Background: an optimization exercise with open tools, aiming at small area. Do not read the settings as production practice.
Function was checked by simulation only, so behaviour that the tests miss may differ from the original.
Power is estimated from default activity; no workload was simulated.

==> config.mk <==
export PLATFORM = sky130hd
export DESIGN_NAME = mips_pipe_top
export DESIGN_NICKNAME = mips_pipe_top
export VERILOG_FILES = /design/flow/design.v
export SDC_FILE = /design/flow/constraint.sdc
export NUM_CORES = 4
export LEC_CHECK = 0
export CAP_MARGIN = 20
export CORE_MARGIN = 2
export CORE_UTILIZATION = 50
export CTS_BUF_LIST = sky130_fd_sc_hd__clkbuf_8
export CTS_CLUSTER_DIAMETER = 60
export CTS_CLUSTER_SIZE = 15
export PLACE_DENSITY = 0.8
export SETUP_SLACK_MARGIN = 0.15
export SLEW_MARGIN = 20
export SYNTH_HIERARCHICAL = 1
==> constraint.sdc <==
create_clock -name core_clock -period 6.5 [get_ports {clk}]
set_input_delay 1.3000 -clock core_clock [delete_from_list [all_inputs] [get_ports {clk}]]
set_output_delay 1.3000 -clock core_clock [all_outputs]
set_load 0.01 [all_outputs]
==> design.v <==
package mips_pipe_pkg;
   typedef logic [32-1:0] word_t;
   typedef logic [5-1:0] reg_addr_t;
   typedef enum logic [3:0] {
      ALU_ADD,
      ALU_SUB,
      ALU_AND,
      ALU_OR,
      ALU_XOR,
      ALU_SLL,
      ALU_SRL,
      ALU_SRA
   } alu_op_t;
   typedef struct packed {
      logic reg_we;
      logic mem_read;
      logic mem_write;
   } ctrl_t;
   typedef struct packed {
      ctrl_t     ctrl;
      alu_op_t   alu_op;
      logic      use_imm;
      word_t     op_a;
      word_t     op_b;
      word_t     imm;
      reg_addr_t dest;
   } ex_payload_t;
   typedef struct packed {
      ctrl_t     ctrl;
      word_t     alu_result;
      word_t     store_data;
      reg_addr_t dest;
   } mem_payload_t;
   typedef struct packed {
      ctrl_t     ctrl;
      word_t     alu_result;
      word_t     load_data;
      reg_addr_t dest;
   } wb_payload_t;
endpackage
module rd_sel (
   input  logic [31:0] sel,
   input  logic [31:0] d,
   output logic        q
);
   logic [9:0] n;
   for (genvar g = 0; g < 10; g++) begin : g_grp
      aoi222 u (.a(sel[3*g]), .b(d[3*g]), .c(sel[3*g+1]), .d(d[3*g+1]),
         .e(sel[3*g+2]), .f(d[3*g+2]), .y(n[g]));
   end
   logic x0, x1, x2;
   nand4m u_x0 (.a(n[0]), .b(n[1]), .c(n[2]), .d(n[3]), .y(x0));
   nand4m u_x1 (.a(n[4]), .b(n[5]), .c(n[6]), .d(n[7]), .y(x1));
   rd_tail u_x2 (.n8(n[8]), .n9(n[9]), .s30(sel[30]), .d30(d[30]), .s31(sel[31]),
      .d31(d[31]), .y(x2));
   or3m u_q (.a(x0), .b(x1), .c(x2), .y(q));
endmodule
module nand4m (
   input  logic a,
   input  logic b,
   input  logic c,
   input  logic d,
   output logic y
);
   assign y = ~(a & b & c & d);
endmodule
module rd_tail (
   input  logic n8,
   input  logic n9,
   input  logic s30,
   input  logic d30,
   input  logic s31,
   input  logic d31,
   output logic y
);
   assign y = ~(n8 & n9 & ~((s30 & d30) | (s31 & d31)));
endmodule
module or3m (
   input  logic a,
   input  logic b,
   input  logic c,
   output logic y
);
   assign y = a | b | c;
endmodule
module aoi222 (
   input  logic a,
   input  logic b,
   input  logic c,
   input  logic d,
   input  logic e,
   input  logic f,
   output logic y
);
   assign y = ~((a & b) | (c & d) | (e & f));
endmodule
module rd_dec (
   input  logic [4:0]  addr,
   input  logic [31:1] vld,
   input  logic        byp,
   output logic [31:0] sel
);
   logic [3:0] lo;
   logic [7:0] hi;
   for (genvar i = 0; i < 4; i++) begin : g_lo
      assign lo[i] = addr[1:0] == i;
   end
   for (genvar i = 0; i < 8; i++) begin : g_hi
      assign hi[i] = !byp && addr[4:2] == i;
   end
   assign sel[0] = byp;
   for (genvar i = 1; i < 32; i++) begin : g_sel
      and3m u (.a(lo[i % 4]), .b(hi[i / 4]), .c(vld[i]), .y(sel[i]));
   end
endmodule
module and3m (
   input  logic a,
   input  logic b,
   input  logic c,
   output logic y
);
   assign y = a & b & c;
endmodule
module wr_dec (
   input  logic [4:0]  dest,
   output logic [31:1] we
);
   logic [3:0] lo_n;
   logic [7:0] hi_n;
   for (genvar i = 0; i < 4; i++) begin : g_lo
      assign lo_n[i] = dest[1:0] != i;
   end
   for (genvar i = 0; i < 8; i++) begin : g_hi
      assign hi_n[i] = dest[4:2] != i;
   end
   for (genvar i = 1; i < 32; i++) begin : g_we
      nor2m u (.a(lo_n[i % 4]), .b(hi_n[i / 4]), .y(we[i]));
   end
endmodule
module nor2m (
   input  logic a,
   input  logic b,
   output logic y
);
   assign y = ~(a | b);
endmodule
module alu (
   input  logic [31:0] op_a,
   input  logic [31:0] op_b,
   input  logic [15:0] imm,
   input  logic        use_imm,
   input  logic        sext,
   input  logic        do_sub,
   input  logic        is_shift,
   input  logic        t_c,        
   input  logic        t_g,        
   input  logic        t_p,        
   output logic [31:0] result
);
   logic [31:0] sh_n;
   shifter sh_i (.d(op_b), .amt(imm[10:6]), .left(!imm[1]), .arith(imm[0]),
      .en(is_shift), .qn(sh_n));
   logic        s_imm, s_ob;
   logic [31:0] immx;
   assign s_imm = use_imm;
   assign s_ob  = !use_imm && !is_shift;
   assign immx  = {{16{sext & imm[15]}}, imm};
   logic [31:0] g, p;
   for (genvar i = 0; i < 32; i++) begin : g_gp
      alu_gp u (.a(op_a[i]), .ob(op_b[i]), .im(immx[i]), .s_imm(s_imm), .s_ob(s_ob),
         .sub(do_sub), .g(g[i]), .p(p[i]));
   end
   logic [31:0] c;
   prefix32 pfx_i (.g({g[31:1], g[0] | (p[0] & do_sub)}), .p(p), .c(c[31:1]));
   assign c[0] = do_sub;
   for (genvar i = 0; i < 32; i++) begin : g_res
      alu_res u (.p(p[i]), .g(g[i]), .c(c[i]), .shn(sh_n[i]), .t_c(t_c), .t_g(t_g),
         .t_p(t_p), .r(result[i]));
   end
endmodule
module prefix32 (
   input  logic [31:0] g,
   input  logic [31:0] p,
   output logic [31:1] c
);
   for (genvar l = 0; l < 5; l++) begin : g_lvl
      localparam int D = 1 << l;
      logic [31:0] gi, pi, go, po;
      if (l == 0) begin : g_in
         assign gi = g;
         assign pi = p;
      end else begin : g_in
         assign gi = g_lvl[l-1].go;
         assign pi = g_lvl[l-1].po;
      end
      for (genvar i = 0; i < 32; i++) begin : g_bit
         localparam int J = (i / (2 * D)) * (2 * D) + D - 1;
         if ((i % (2 * D)) >= D) begin : g_op
            assign go[i] = gi[i] | (pi[i] & gi[J]);
            assign po[i] = pi[i] & pi[J];
         end else begin : g_pass
            assign go[i] = gi[i];
            assign po[i] = pi[i];
         end
      end
   end
   assign c = g_lvl[4].go[30:0];
endmodule
module shifter (
   input  logic [31:0] d,
   input  logic [4:0]  amt,
   input  logic        left,
   input  logic        arith,
   input  logic        en,
   output logic [31:0] qn
);
   logic fill;
   assign fill = arith & d[31];
   for (genvar l = 0; l < 5; l++) begin : g_lvl
      logic [31:0] ri, ro;
      logic        sl, sr, sn, z, f;
      if (l == 0) begin : g_in
         assign ri = d;
      end else begin : g_in
         assign ri = g_lvl[l-1].ro;
      end
      if (l == 4) begin : g_en
         assign sl = en & amt[l] & left;
         assign sr = en & amt[l] & ~left;
         assign sn = en & ~amt[l];
      end else begin : g_en
         assign sl = amt[l] & left;
         assign sr = amt[l] & ~left;
         assign sn = ~amt[l];
      end
      assign z = (l % 2 == 0) ? ~left : left;
      assign f = (l % 2 == 0) ? fill : ~fill;
      for (genvar i = 0; i < 32; i++) begin : g_bit
         logic vl, vr;
         if (i >= (1 << l)) begin : g_l
            assign vl = ri[i - (1 << l)];
         end else begin : g_l
            assign vl = z;
         end
         if (i + (1 << l) < 32) begin : g_r
            assign vr = ri[i + (1 << l)];
         end else begin : g_r
            assign vr = f;
         end
         aoi222 m (.a(sl), .b(vl), .c(sr), .d(vr), .e(sn), .f(ri[i]), .y(ro[i]));
      end
   end
   assign qn = g_lvl[4].ro;
endmodule
module alu_gp (
   input  logic a,
   input  logic ob,
   input  logic im,
   input  logic s_imm,
   input  logic s_ob,
   input  logic sub,
   output logic g,
   output logic p
);
   logic b;
   assign b = (s_imm & im) | (s_ob & (ob ^ sub));
   assign g = a & b;
   assign p = a ^ b;
endmodule
module alu_res (
   input  logic p,
   input  logic g,
   input  logic c,
   input  logic shn,
   input  logic t_c,
   input  logic t_g,
   input  logic t_p,
   output logic r
);
   logic tn;
   aoi222 u_t (.a(t_c), .b(c), .c(t_g), .d(g), .e(t_p), .f(p), .y(tn));
   assign r = p ^ ~(tn & shn);
endmodule
module mips_pipe_top (
   input  logic        clk,
   input  logic        rst_b,
   output logic [29:0] inst_addr,
   input  logic [31:0] inst,
   output logic [29:0] mem_addr,
   output logic [31:0] store_data,
   input  logic [31:0] load_data,
   output logic [3:0]  mem_write_en
);
   localparam logic [2:0] K_NOP   = 3'd0;
   localparam logic [2:0] K_RTYPE = 3'd1;
   localparam logic [2:0] K_LW    = 3'd2;
   localparam logic [2:0] K_SW    = 3'd3;
   localparam logic [2:0] K_ANDI  = 3'd4;
   localparam logic [2:0] K_ORI   = 3'd5;
   localparam logic [2:0] K_XORI  = 3'd6;
   localparam logic [2:0] K_ADDIU = 3'd7;
   logic [29:0] pc;
   always_ff @(posedge clk or negedge rst_b) begin
      if (!rst_b) pc <= 30'h00100000;
      else        pc <= pc + 30'd1;
   end
   assign inst_addr = pc;
   logic [2:0] f_kind;
   always_comb begin
      f_kind = K_NOP;
      case (inst[31:26])
         6'h00:
            case (inst[5:0])
               6'h21, 6'h23, 6'h24, 6'h25,
               6'h26, 6'h00, 6'h02, 6'h03:
                  f_kind = (inst[15:11] != 5'd0) ? K_RTYPE : K_NOP;
               default: f_kind = K_NOP;
            endcase
         6'h09: f_kind = (inst[20:16] != 5'd0) ? K_ADDIU : K_NOP;
         6'h0c:  f_kind = (inst[20:16] != 5'd0) ? K_ANDI : K_NOP;
         6'h0d:   f_kind = (inst[20:16] != 5'd0) ? K_ORI : K_NOP;
         6'h0e:  f_kind = (inst[20:16] != 5'd0) ? K_XORI : K_NOP;
         6'h23:    f_kind = K_LW;
         6'h2b:    f_kind = K_SW;
         default:        f_kind = K_NOP;
      endcase
   end
   logic [2:0]  k1, k2;
   logic [25:0] d1, d2;
   logic        byp_a, byp_b;
   logic [4:0]  dest2;
   always_ff @(posedge clk or negedge rst_b) begin
      if (!rst_b) begin
         k1 <= K_NOP;
         k2 <= K_NOP;
      end else begin
         k1 <= f_kind;
         k2 <= k1;
      end
   end
   logic       f_shift;
   assign f_shift = inst[31:26] == 6'h00 && inst[5] == 1'b0;
   always_ff @(posedge clk) begin
      d1    <= {f_shift ? 5'd0 : inst[25:21], inst[20:0]};
      d2    <= d1;
      byp_a <= k2 != K_LW && dest2 != 5'd0 && dest2 == d1[25:21];
      byp_b <= k2 != K_LW && dest2 != 5'd0 && dest2 == d1[20:16];
   end
   logic [4:0]  rs, rt, rd;
   logic [15:0] imm;
   assign rs  = d2[25:21];
   assign rt  = d2[20:16];
   assign imm = d2[15:0];
   assign rd  = d2[15:11];
   always_comb begin
      case (k2)
         K_RTYPE: dest2 = rd;
         K_LW, K_ANDI, K_ORI, K_XORI, K_ADDIU: dest2 = rt;
         default: dest2 = 5'd0;
      endcase
   end
   logic [4:0]  m_dest;
   logic        m_load, m_store;
   logic [31:0] m_result, m_sd;
   logic [31:0] wr_data;
   logic [31:1][31:0] rf;
   logic [31:1]       vld;
   logic [31:1]       we;
   wr_dec wr_dec_i (.dest(m_dest), .we(we));
   genvar gi;
   for (gi = 1; gi < 32; gi++) begin : g_rf
      always_ff @(posedge clk) begin
         if (we[gi]) rf[gi] <= wr_data;
      end
   end
   always_ff @(posedge clk or negedge rst_b) begin
      if (!rst_b) vld <= '0;
      else        vld <= vld | we;
   end
   logic [31:0] op_a, op_b;
   logic [31:0] sel_a, sel_b;
   rd_dec rd_dec_a (.addr(rs), .vld(vld), .byp(byp_a), .sel(sel_a));
   rd_dec rd_dec_b (.addr(rt), .vld(vld), .byp(byp_b), .sel(sel_b));
   for (gi = 0; gi < 32; gi++) begin : g_rd
      logic [31:0] col;
      assign col[0] = m_result[gi];
      for (genvar gj = 1; gj < 32; gj++) begin : g_col
         assign col[gj] = rf[gj][gi];
      end
      rd_sel rd_a (.sel(sel_a), .d(col), .q(op_a[gi]));
      rd_sel rd_b (.sel(sel_b), .d(col), .q(op_b[gi]));
   end
   logic is_r, is_shift, do_sub, is_logic, use_imm, sext;
   logic [1:0] lop;
   assign is_r     = k2 == K_RTYPE;
   assign is_shift = is_r && !imm[5];
   assign do_sub   = is_r && imm[5] && !imm[2] && imm[1];
   assign is_logic = (is_r && imm[5] && imm[2]) || k2 == K_ANDI || k2 == K_ORI || k2 == K_XORI;
   assign lop      = is_r ? imm[1:0] : k2[1:0];
   assign use_imm  = !is_r;
   assign sext     = k2 == K_ADDIU || k2 == K_LW || k2 == K_SW;
   logic [31:0] result;
   alu alu_i (.op_a(op_a), .op_b(op_b), .imm(imm), .use_imm(use_imm), .sext(sext),
      .do_sub(do_sub), .is_shift(is_shift), .t_c(!is_logic),
      .t_g(is_logic && !lop[1]), .t_p(is_logic && lop == 2'd0), .result(result));
   always_ff @(posedge clk or negedge rst_b) begin
      if (!rst_b) begin
         m_dest  <= 5'd0;
         m_load  <= 1'b0;
         m_store <= 1'b0;
      end else begin
         m_dest  <= dest2;
         m_load  <= k2 == K_LW;
         m_store <= k2 == K_SW;
      end
   end
   always_ff @(posedge clk) begin
      m_result <= result;
      m_sd     <= op_b;
   end
   assign mem_addr     = m_result[31:2];
   assign store_data   = m_sd;
   assign mem_write_en = {4{m_store}};
   assign wr_data = m_load ? load_data : m_result;
endmodule
==> flow/run.sh <==
#!/bin/bash
# The standard layout (standard.sh, its synthesis unchanged) with two
# changes: the port buffers use the smallest buffer cell, and the clock
# tree is built without dummy loads.  The make output goes to
# standard_flow.log here; each ORFS step keeps its own log under orfs/logs.
set -euo pipefail
bash standard.sh \
   "BUFFER_PORTS_ARGS=-buffer_cell sky130_fd_sc_hd__buf_1" \
   "CTS_ARGS=-sink_clustering_enable -repair_clock_nets -sink_clustering_size 15 -sink_clustering_max_diameter 60 -dont_use_dummy_load -buf_list sky130_fd_sc_hd__clkbuf_8" \
   finish > standard_flow.log 2>&1
==> standard.sh <==
#!/bin/bash
# synth_recipe.tcl (not shown) runs the flow's synth.tcl, then flattens the netlist and writes it again
# the make line also repeats each setting of config.mk as NAME=value (left out here)
make -C /OpenROAD-flow-scripts/flow DESIGN_CONFIG=/design/flow/config.mk WORK_HOME=/design/flow/orfs CLKGATE_MAP_FILE= SYNTH_SCRIPT=/design/flow/synth_recipe.tcl "${@:-finish}"
==> flow_summary.ini, run 1 <==
[run_status]
result_of_the_run = finished clean

[setup_path]
reg2reg_slack_ps = 270
worst_setup_path_start_kind = register
critical_path.max_stage_delay_ps = 720
timing.critical_path.cells = and4bb_2 > and3_1 > buf_4 > a222oi_1 > nand4_1 > or3_1 > buf_4 > a222oi_1 > a222oi_1 > a222oi_1 > a222oi_1 > a222oi_1 > nand2_1 > xor2_1
worst_path_dominant_cell_family = compound AO/OA/AOI/OAI gates
endpoint_arrival_time_on_the_critical_path_ps = 6880
cp.required_ps = 7150
worst-path-buf-inv = 2
worst-path-max-fanout = 17
regToRegStartpoint = d2[19]
critPathCaptureType = register
crit-reg2reg-capture = m_result[4]
critical_path.most_common_cell = a222oi_1
cp_max_stage_cell = a222oi_1
cp_class = register to register
worst_r2r_path_depth = 14

[timing]
tightest_slew_ps = 1274
timing.max_slew.rel_slack_pct = 15.08
final.setup.tns_ps = 0
report.final.setup_viol = 0
final_worst_path_period_share_pct = 95.91
finalCriticalPeriod_ps = 6234
rsz0062_at_grt = no
timing.fmax_mhz = 160.4
final_hold_viol_count = 0
report.final.slew_viol_count = 0
fin_skew_ps = 116.9

[clock_tree]
cts.sink_count = 1184
cts_setup_buffers = 0
depth_of_the_cts_h_tree = 3
clk_latency_ps = 800
cts_max_path_buffers = 3
numCtsBuffers = 93
ctsRootBufferMaster = clkbuf_8
cts.clk_slew.worst_paths_ps = 90
holdBufCountCts = 0
clock_tree_from_tritoncts = built

[worst_hold_path]
hold_sp = d1[10]
hold-path-endpoint = d2[10]
type_of_the_worst_min_delay_path = register to register
hold-path-cell-count = 0

[floorplan]
row_count = 114
core_area_um2 = 96990
die_x_um = 317.5
initial_core_util_pct = 50.67
die_area_um2 = 100800
chipHeight_um = 317.5
pin_count = 162

[cells_and_area]
area_growth_pct = 9.507
finalNonFillerCells = 4652
sequential_cell_area_um2 = 34010
layout.filler_cells = 7548
final_design_area_no_fill_um2 = 53820
layout-drive-gt1-share_pct = 11.62
finish.net_count = 3475
multi_input_area_um2 = 15060

[logic_synthesis]
synth_fp_nets = 3113
netlist_area_um2 = 49140
post-synth-top-area-fraction_pct = 60.61
ys_async_sr_fraction_pct = 6.250
syn_area_per_cell_um2 = 16.31
yosys_warnings = 7
number_of_unique_standard_cell_types_used_by_synthesis = 70
synth_seq_area_share_pct = 69.19
postSynthCellCount = 3014
synth_enable_flop_cells = 992
synth.top_cells.by_area = edfxtp_1 61%, a222oi_1 17%, dfxtp_1 4.8%, dfrtp_1 3.7%, nand4_1 1.7%
synth_largest_area_cell = edfxtp_1
synth.ff_latch_count = 1184
synth-main-ff-cell = edfxtp_1

[power_and_ir_drop]
power_leakage_uw = 0.01824
p_sw_share_pct = 25.25
seqPwrFrac_pct = 64.4
power_frac_clock_pct = 25.8
switchingPower_uw = 3481
pwr_density_cell_nw_per_um2 = 256.2
intPower_uw = 10310
vdd.ir_drop.worst_mv = 0.1815
comb_power_share_pct = 9.8

[route]
detail_route.iter0.violations = 11240
vias_per_cell = 8.251
wire_per_inst_um = 37.00
drt-total-wl_um = 172100
antenna_violating_nets_post_route = 0
route.vias.total = 38380
detailedRoute.firstPassIterationCount = 19
route.detailed.drc = 0

[grt]
grt_pass1_vias = 35870
grt_overflow_total = 0
grt_max_degree = 75
grt_first_pass_wirelength_um = 245500
initial_antenna_violation_count = 2
gr-usage-all-layers_pct = 32.82

[placement]
placed_cells_incl_taps = 4555
port_buffers = 161
placed_area_um2 = 52470
gp_congestion = 1.034
post-dp-hpwl_um = 111700

[job]
cap_viol_max_count = 0
[worst max-delay path by stage]
stage,depth (start not counted),endpoint,slack [ps],start
2_1_floorplan,16,m_result[22],720,k2[1]
3_3_place_gp,18,m_result[25],550,d2[19]
3_5_place_dp,18,m_result[25],500,d2[19]
4_1_cts,18,m_result[25],370,d2[19]
5_1_grt,18,m_result[25],170,d2[16]
6_report,14,m_result[4],270,d2[19]
[logic make-up (layout without fill, tap and decap cells)]
group,count (synthesis),after routing,share of synthesized area (%)
DFF,1184,1184,69.19
AOI/OAI and AO/OA,1012,1012,19.69
and+or+nand+nor,594,594,7.060
xor gates and xnor gates,96,96,1.711
buffers and inverters,63,423,0.7714
adders and majority gates,33,33,0.8402
muxes,32,32,0.7332
other,0,2,0
[sequential cells by signal, indices dropped and copies added (netlist names), 3 cells and up]
| name | cells |
|---|---|
| k1 | 3 |
| m_sd | 32 |
| pc | 30 |
| k2 | 3 |
| rf | 992 |
| d2 | 26 |
| d1 | 26 |
| m_dest | 5 |
| m_result | 32 |
| vld | 31 |
[cells in the mapped netlist (32+ instances only)]
master and number:
a22oi_1 64, dfxtp_1 118, nand3_1 79, or3_1 66
a222oi_1 832, and3_1 70, ha_1 33, nor2_1 53
xor2_1 77, mux2_2 32, a22o_1 32, nand2_1 62
dfrtp_1 73, or2_2 34, buf_4 38, edfxtp_1 992
nand4_1 136
[worst reg2reg max path: stages, from the launching register on]
cell and delay, ps:
dfxtp_2 410, and4bb_2 290, and3_1 470, buf_4 390, a222oi_1 390, nand4_1 330
or3_1 510, buf_4 210, a222oi_1 650, a222oi_1 350, a222oi_1 670, a222oi_1 280
a222oi_1 720, nand2_1 140, xor2_1 310
[cells in the final DEF (no fill, tap or decap), drive strengths merged, types with 71 or more instances in the layout]
master  netlist  layout
and3         71      71
dfrtp        73      73
buf          41     310
a222oi      832     832
nand3        79      79
xor2         77      77
nand4       136     136
edfxtp      992     992
dfxtp       118     118
clkbuf        2      93
[per-layer routing]
| layer | GRT usage, % | wire [um] | vias up |
|---|---|---|---|
| li1 | - | - | 15030 |
| met1 | 44.69 | 56480 | 18400 |
| met2 | 47.62 | 71960 | 4267 |
| met3 | 8.840 | 30270 | 693 |
| met4 | 18.96 | 13410 | 2 |
| met5 | 0 | 13 | - |
[modules after synthesis, one instance, submodules excluded, a selection]
module / copies in the design / cell area [um2] / cells
rd_tail: 64 / 12.51 / 2
nor2m: 31 / 3.754 / 1
shifter: 1 / 107.6 / 19
wr_dec: 1 / 82.58 / 12
mips_pipe_top: 1 / 35950 / 1456
rd_dec: 2 / 111.4 / 13
alu_res: 32 / 12.51 / 2
prefix32: 1 / 566.8 / 92
alu: 1 / 21.27 / 4
or3m: 64 / 6.256 / 1
and3m: 62 / 6.256 / 1
alu_gp: 32 / 30.03 / 3
nand4m: 128 / 6.256 / 1
aoi222: 832 / 10.01 / 1
[area by class of cell]
| type | count | area share (%) |
|---|---|---|
| Sequential cell | 1184 | 63.19 |
| Multi-Input combinational cell | 1767 | 27.98 |
| Tap cell | 1276 | 2.967 |
| Timing Repair Buffer | 310 | 3.336 |
| Antenna cell | 2 | 0.009300 |
| Clock buffer | 93 | 2.378 |
| Inverter | 20 | 0.1395 |
[timing repair]
item / 4_1_cts / 5_1_grt
endpoints found under the hold margin: 0 / 0
resized for setup: 0 / 9
endpoints found under the setup margin: 0 / 12
[metrics by stage]
stage / setup slack (ps) / power [uW] / hold slack, ps / util (%)
2_1_floorplan: 721.7 / 9694 / 309.6 / -
3_3_place_gp: 546.9 / 10280 / 311.2 / 54.09
3_5_place_dp: 502.4 / 10320 / 312.1 / 54.09
4_1_cts: 369.2 / 13700 / 332.5 / 55.41
5_1_grt: 167.8 / 14090 / 339.2 / 55.48
6_report: 265.6 / 13790 / 332.3 / 55.48
[power by group through the flow]
stage / clock network [uW] / registers (uW) / logic (uW)
global route: 3820 / 8890 / 1380
CTS: 3550 / 8870 / 1280
floorplan: 0 / 8940 / 752
finish: 3560 / 8880 / 1350
global placement: 0 / 9030 / 1250
detailed placement: 0 / 9040 / 1280
==> inputs of run 2 (changes only) <==
--- a/flow/run.sh
+++ b/flow/run.sh
@@ -7,4 +7,4 @@
 bash standard.sh \
    "BUFFER_PORTS_ARGS=-buffer_cell sky130_fd_sc_hd__buf_1" \
-   "CTS_ARGS=-sink_clustering_enable -repair_clock_nets -sink_clustering_size 15 -sink_clustering_max_diameter 60 -dont_use_dummy_load -buf_list sky130_fd_sc_hd__clkbuf_8" \
+   "CTS_ARGS=-sink_clustering_enable -repair_clock_nets -sink_clustering_size 18 -sink_clustering_max_diameter 60 -dont_use_dummy_load -buf_list sky130_fd_sc_hd__clkbuf_8" \
    finish > standard_flow.log 2>&1
--- a/config.mk
+++ b/config.mk
@@ -11,5 +11,5 @@
 export CTS_BUF_LIST = sky130_fd_sc_hd__clkbuf_8
 export CTS_CLUSTER_DIAMETER = 60
-export CTS_CLUSTER_SIZE = 15
+export CTS_CLUSTER_SIZE = 18
 export PLACE_DENSITY = 0.8
 export SETUP_SLACK_MARGIN = 0.15
==> flow_summary.ini, run 2 <==
[cells_and_area]
registers.top_by_ff_count = rf
finalNonFillerCells = 4640
area_growth_pct = 9.171
layout-drive-gt1-share_pct = 11.33
finish.net_count = 3463
largest_reg_flops = 992
layout_commonest_cell = edfxtp_1
layout_common_cells = 992 x edfxtp_1, 832 x a222oi_1, 160 x buf_1
core_occupancy_in_the_finished_layout_pct = 55.31
top_regs = rf: 992 flops, m_result: 32 flops, m_sd: 32 flops

[power_and_ir_drop]
power_leakage_uw = 0.01816
vdd.ir_drop.worst_mv = 0.1664
pwr_density_cell_nw_per_um2 = 253.5

[floorplan]
chipHeight_um = 317.5
row_count = 114
die_area_um2 = 100800
initial_core_util_pct = 50.67
core_area_um2 = 96990
die_x_um = 317.5
pin_count = 162

[setup_path]
cp_class = register to register
critPathCaptureType = register
worst_setup_path_start_kind = register
cp.required_ps = 7090
endpoint_arrival_time_on_the_critical_path_ps = 6780
worst-path-max-fanout = 18

[clock_tree]
depth_of_the_cts_h_tree = 3
holdBufCountCts = 0
cts.clk_slew.worst_paths_ps = 100
clock_tree_from_tritoncts = built
clk_latency_ps = 800
cts_max_path_buffers = 3
ctsRootBufferMaster = clkbuf_8
post_cts_resized = 0
numCtsBuffers = 82
cts_setup_buffers = 0
cts.sink_count = 1184

[logic_synthesis]
syn_area_per_cell_um2 = 16.31
post-synth-top-area-fraction_pct = 60.61
synth_fp_nets = 3113
ys_async_sr_fraction_pct = 6.250
yosys_warnings = 7
postSynthCellCount = 3014
netlist_area_um2 = 49140
synth_seq_area_share_pct = 69.19
synth_commonest_cells = 992 x edfxtp_1, 832 x a222oi_1, 136 x nand4_1
synth-main-ff-cell = edfxtp_1
number_of_unique_standard_cell_types_used_by_synthesis = 70
synth_largest_area_cell = edfxtp_1
synth.ff_latch_count = 1184
synth.top_cells.by_area = edfxtp_1 61%, a222oi_1 17%, dfxtp_1 4.8%, dfrtp_1 3.7%, nand4_1 1.7%
synthMostInstantiatedCell = edfxtp_1
synth_enable_flop_cells = 992

[grt]
grt_first_pass_wirelength_um = 244300
grt_max_degree = 75
initial_antenna_violation_count = 6
gr-usage-all-layers_pct = 32.66
grt_overflow_total = 0
grt_pass1_vias = 35590

[timing]
tightest_slew_ps = 1267
timing.fmax_mhz = 161.5
report.final.setup_viol = 0
final.setup.tns_ps = 0
finalCriticalPeriod_ps = 6193
fin_hold_ws_ps = 330.9
rsz0062_at_grt = no
final_worst_path_period_share_pct = 95.28
final_hold_viol_count = 0
fin_skew_ps = 126.7
timing.max_slew.rel_slack_pct = 15.51
report.final.slew_viol_count = 0

[route]
wire_per_inst_um = 37.13
antenna_violating_nets_post_route = 0
route.vias.total = 38260
drt-total-wl_um = 172300
detail_route.iter0.violations = 11930
vias_per_cell = 8.245
detailedRoute.firstPassIterationCount = 17
route.detailed.drc = 0

[placement]
post-dp-hpwl_um = 111700
port_buffers = 161
gp_congestion = 1.034
placed_cells_incl_taps = 4555

[worst_hold_path]
type_of_the_worst_min_delay_path = register to register

[run_status]
result_of_the_run = finished clean

[job]
cap_viol_max_count = 0
==> run 2: kinds of logic (layout without fill, tap and decap cells) <==
| kind of cell | count (synthesis) | count (layout) | share of synthesized area [%] |
|---|---|---|---|
| muxes | 32 | 32 | 0.7332 |
| xor gates and xnor gates | 96 | 96 | 1.711 |
| and+or+nand+nor | 594 | 594 | 7.060 |
| buffers and inverters | 63 | 411 | 0.7714 |
| other | 0 | 2 | 0 |
| AOI/OAI and AO/OA | 1012 | 1012 | 19.69 |
| adders and majority gates | 33 | 33 | 0.8402 |
| DFF | 1184 | 1184 | 69.19 |
==> run 2: final cells by class <==
class	instances	area, um2
Clock buffer	82	1129
Inverter	20	75.07
Multi-Input combinational cell	1767	15060
Sequential cell	1184	34010
Fill cell	7564	43340
Timing Repair Buffer	309	1780
Antenna cell	2	5.005
Tap cell	1276	1597
==> run 2: where the power goes <==
group	internal, uW	switching, uW
Combinational	329	1020
Clock	1140	2240
Sequential	8700	180
==> run 2: worst max-delay path, cell delays in order (launching register included) <==
cell and delay (ps):
dfxtp_1 420, nor2b_1 570, and3_1 960, buf_4 410, a222oi_1 130, nand4_1 180
or3_1 280, xor2_1 100, a22o_1 220, ha_1 310, a21o_1 220, a31o_2 280
a21oi_1 180, o21bai_1 190, nand2_1 160, a21oi_1 80, a222oi_1 970, nand2_1 150
xor2_1 180
==> run 2: per-module statistics from Yosys, one instance, submodules excluded, excerpt <==
module,flops+latches,cells inside
rd_dec,0,13
nand4m,0,1
alu,0,4
shifter,0,19
nor2m,0,1
mips_pipe_top,1184,1456
or3m,0,1
aoi222,0,1
wr_dec,0,12
prefix32,0,92
alu_gp,0,3
and3m,0,1
rd_tail,0,2
alu_res,0,2
==> run 2: worst paths after layout <==
path,from,depth (start not counted),endpoint,slack [ps]
max,d2[16],18,m_result[14],310
min,d1[12],0,d2[12],330
max reg2reg,d2[16],18,m_result[14],310
min reg2reg,d1[12],0,d2[12],330
max in group asynchronous,rst_b,1,m_load,5370
min in group asynchronous,rst_b,1,pc[13],560
==> run 2: layer usage <==
| metal | vias to the layer above | part of all wire, % | global-route usage (%) |
|---|---|---|---|
| met2 | 4280 | 42 | 47.26 |
| met4 | 4 | 7.6 | 19.03 |
| li1 | 15000 | - | - |
| met1 | 18330 | 33 | 44.58 |
| met5 | - | 0.016 | 0 |
| met3 | 646 | 18 | 8.732 |
==> run 2: per-stage QoR <==
step	power [uW]	setup WS [ps]	area, um2
global route	13890	219.7	53650
finish	13600	307.0	53650
detailed placement	10320	502.4	52470
global placement	10280	546.9	52470
CTS	13500	377.2	53600
floorplan	9694	721.7	49150

[afterwards: timing with drivers on the ports]
The flow's constraints put no driver on any port. The routed layouts listed below were extracted and timed again, unchanged, in two steps. Step 1 (the two cells are an assumption about what drives the block):
set clk [get_ports {clk}]
set_driving_cell -lib_cell sky130_fd_sc_hd__clkbuf_16 $clk
set_driving_cell -lib_cell sky130_fd_sc_hd__buf_2 [delete_from_list [all_inputs] $clk]
Step 2 times the ports against the registers' clock, not the clock port: input delays grow and output delays shrink by t, the midpoint of the rising clock arrivals with the driver on. a / b / c = ideal / step 1 / step 2; a / b = the first two.
run	t (ns)	slack for setup (ns)	slew at the worst register clock pin (ns)	worst data-port slew with drivers (ns)
run 1	0.809	0.266 / 0.266 / 0.266	0.11 / 0.11	0.04
run 2	0.802	0.307 / 0.307 / 0.307	0.12 / 0.12	0.04
After both steps setup and hold are still met in every run listed.
